Background: an optimization exercise with open tools, aiming at small area, a short achievable clock period and few clock cycles per item. Do not read the settings as production practice.
In this exercise RTL edits were held to simulation tests only and were not proved equivalent to the original.
Power and IR drop assume default switching activity.

## cycling_speed_cadence_packet_top
module cycling_speed_cadence_packet_top (
    input  wire                                  i_clk,
    input  wire                                  i_rst_n,
    input  wire                                  i_in_valid,
    output logic                                 o_in_stall,
    input  wire  [7:0]                           i_data_byte,
    input  wire                                  i_last_byte,
    input  wire  [31:0]                          i_now_ms,
    output logic                                 o_out_valid,
    input  wire                                  i_out_stall,
    output logic [7:0]                           o_speed_kmh,
    output logic [15:0]                          o_cadence_rpm,
    output logic                                 o_zero_interval,
    input  wire                                  psel,
    input  wire                                  penable,
    input  wire                                  pwrite,
    input  wire  [2:0]                           paddr,
    input  wire  [31:0]                          pwdata,
    output logic [31:0]                          prdata,
    output logic                                 pready
);
For scale: ~330 flip-flops, roughly 24000 um2 of cells after synthesis.
==> flow/config.mk <==
export PLATFORM = sky130hd
export DESIGN_NAME = cycling_speed_cadence_packet_top
export DESIGN_NICKNAME = cycling_speed_cadence_packet_top
export VERILOG_FILES = /design/flow/design.v
export SDC_FILE = /design/flow/constraint.sdc
export NUM_CORES = 4
export LEC_CHECK = 0
export CAP_MARGIN = 20
export CORE_MARGIN = 2
export CORE_UTILIZATION = 40
export CTS_BUF_LIST = sky130_fd_sc_hd__clkbuf_4 sky130_fd_sc_hd__clkbuf_8
export SLEW_MARGIN = 20
==> flow/constraint.sdc <==
create_clock -name core_clock -period 10.0 [get_ports {i_clk}]
set_input_delay 2.0000 -clock core_clock [delete_from_list [all_inputs] [get_ports {i_clk}]]
set_output_delay 2.0000 -clock core_clock [all_outputs]
set_load 0.01 [all_outputs]
standard.sh (not shown) runs the stock make flow with config.mk's settings and CLKGATE_MAP_FILE= SYNTH_SCRIPT=/design/flow/synth_recipe.tcl, a recipe that flattens the netlist after the stock synthesis.
==> flow/flow/run.sh <==
#!/bin/bash
set -euo pipefail
bash standard.sh SETUP_SLACK_MARGIN=5.7 "BUFFER_PORTS_ARGS=-buffer_cell sky130_fd_sc_hd__buf_2" finish > standard_flow.log 2>&1
Testbench counts at the start, summed over its fixed seeds: cycles 18,016, items 1,600.
Change:
- CTS_BUF_LIST: sky130_fd_sc_hd__clkbuf_4 sky130_fd_sc_hd__clkbuf_8 -> sky130_fd_sc_hd__clkbuf_2 sky130_fd_sc_hd__clkbuf_4
- CTS_CLUSTER_SIZE: not set -> 20
After rerunning: Maximum frequency is about the same. Clock skew climbs by 0.048 ns. Utilization went down by 0.37 points. Global-route usage rose by 0.13 points. Wire length falls by 0.74%. First-iteration DRC count climbs by 2.1%. Power goes down by 2.5%.
Change:
==> flow/flow/run.sh (replaced) <==
#!/bin/bash
set -euo pipefail
bash standard.sh SETUP_SLACK_MARGIN=5.6 finish > standard_flow.log 2>&1
- CTS_BUF_LIST: sky130_fd_sc_hd__clkbuf_2 sky130_fd_sc_hd__clkbuf_4 -> not set
- CTS_CLUSTER_SIZE: 20 -> not set
The new run went through all stages and came out clean.
Power came out higher by a few percent.
Final area came out higher by a few percent.
Global-route usage barely changes.
Worst hold slack stays flat.
Die area does not change.
Worst setup slack gets worse by 0.036 ns.
Change:
==> flow/flow/run.sh (replaced) <==
#!/bin/bash
set -euo pipefail
bash standard.sh SETUP_SLACK_MARGIN=5.7 "BUFFER_PORTS_ARGS=-buffer_cell sky130_fd_sc_hd__buf_2" finish > standard_flow.log 2>&1
- CTS_BUF_LIST: not set -> sky130_fd_sc_hd__clkbuf_4
=>
- die area stays the same
- wire length shrinks slightly
- power shrinks by a few percent
- setup slack improved by 0.036 ns
- synthesized cell count is unchanged
- fmax grows slightly
- combinational power shrinks by a few percent

Another version of the RTL of cycling_speed_cadence_packet_top (not shown whole).
Size: about 2,400 cells after synthesis, about 140 I/O pins, about 0.024 sq mm of cells after synthesis.
export LEC_CHECK = 0
export CAP_MARGIN = 20
export CORE_MARGIN = 2
export CORE_UTILIZATION = 40
export CTS_BUF_LIST = sky130_fd_sc_hd__clkbuf_8
export CTS_CLUSTER_DIAMETER = 60
export CTS_CLUSTER_SIZE = 16
export SLEW_MARGIN = 20
create_clock -name core_clock -period 10.0 [get_ports {i_clk}]
==> flow/flow/run.sh <==
#!/bin/bash
set -euo pipefail
bash standard.sh SETUP_SLACK_MARGIN=5.62 "BUFFER_PORTS_ARGS=-buffer_cell sky130_fd_sc_hd__buf_2" finish > standard_flow.log 2>&1
The baseline went through all stages and came out clean.
Testbench counts at the start, summed over its fixed seeds: cycles 18,016, items 1,600.
Next try:
==> flow/flow/run.sh (replaced) <==
#!/bin/bash
set -euo pipefail
bash standard.sh SETUP_SLACK_MARGIN=5.7 "BUFFER_PORTS_ARGS=-buffer_cell sky130_fd_sc_hd__buf_2" finish > standard_flow.log 2>&1
Settings changed: CTS_BUF_LIST sky130_fd_sc_hd__clkbuf_8 to sky130_fd_sc_hd__clkbuf_16, CTS_CLUSTER_DIAMETER 60 to 80, CTS_CLUSTER_SIZE 16 to 24.
=> Design area goes up by 1.4%. Register-to-register slack gets better by 0.04 ns. Synthesized cell count is unchanged. Sequential power stays flat. Routed wire length is higher by 0.82%. Worst hold slack hardly moves. Utilization grows by 0.65 points.

[afterwards: timing with drivers on the ports]
How much do the figures lean on ideal ports? The routed layouts below were timed once more, with nothing changed but the port constraints. Step 1 assumes that a clkbuf_16 drives the clock port and a buf_2 every other input. Step 2 times the ports against the registers' clock, not the clock port: input delays grow and output delays shrink by t, the midpoint of the rising clock arrivals with the driver on. a / b / c = ideal / step 1 / step 2; a / b = the first two.
| run | shift t [ns] | setup slack, ns | worst register clock-pin slew, ns | worst data-port slew with drivers (ns) |
|---|---|---|---|---|
| the first run of note 1 | 0.735 | 5.630 / 5.525 / 5.189 | 0.07 / 0.07 | 0.16 |
| the second run of note 1 | 0.897 | 5.630 / 5.521 / 5.057 | 0.07 / 0.07 | 0.17 |
| the third run of note 1 | 0.625 | 5.595 / 5.552 / 5.136 | 0.06 / 0.06 | 0.06 |
| the fourth run of note 1 | 0.897 | 5.630 / 5.521 / 5.057 | 0.07 / 0.07 | 0.17 |
| the first run of note 2 | 0.681 | 5.622 / 5.529 / 5.110 | 0.11 / 0.11 | 0.14 |
| the second run of note 2 | 0.638 | 5.631 / 5.526 / 5.182 | 0.10 / 0.10 | 0.16 |
After both steps every run listed still meets setup and hold.
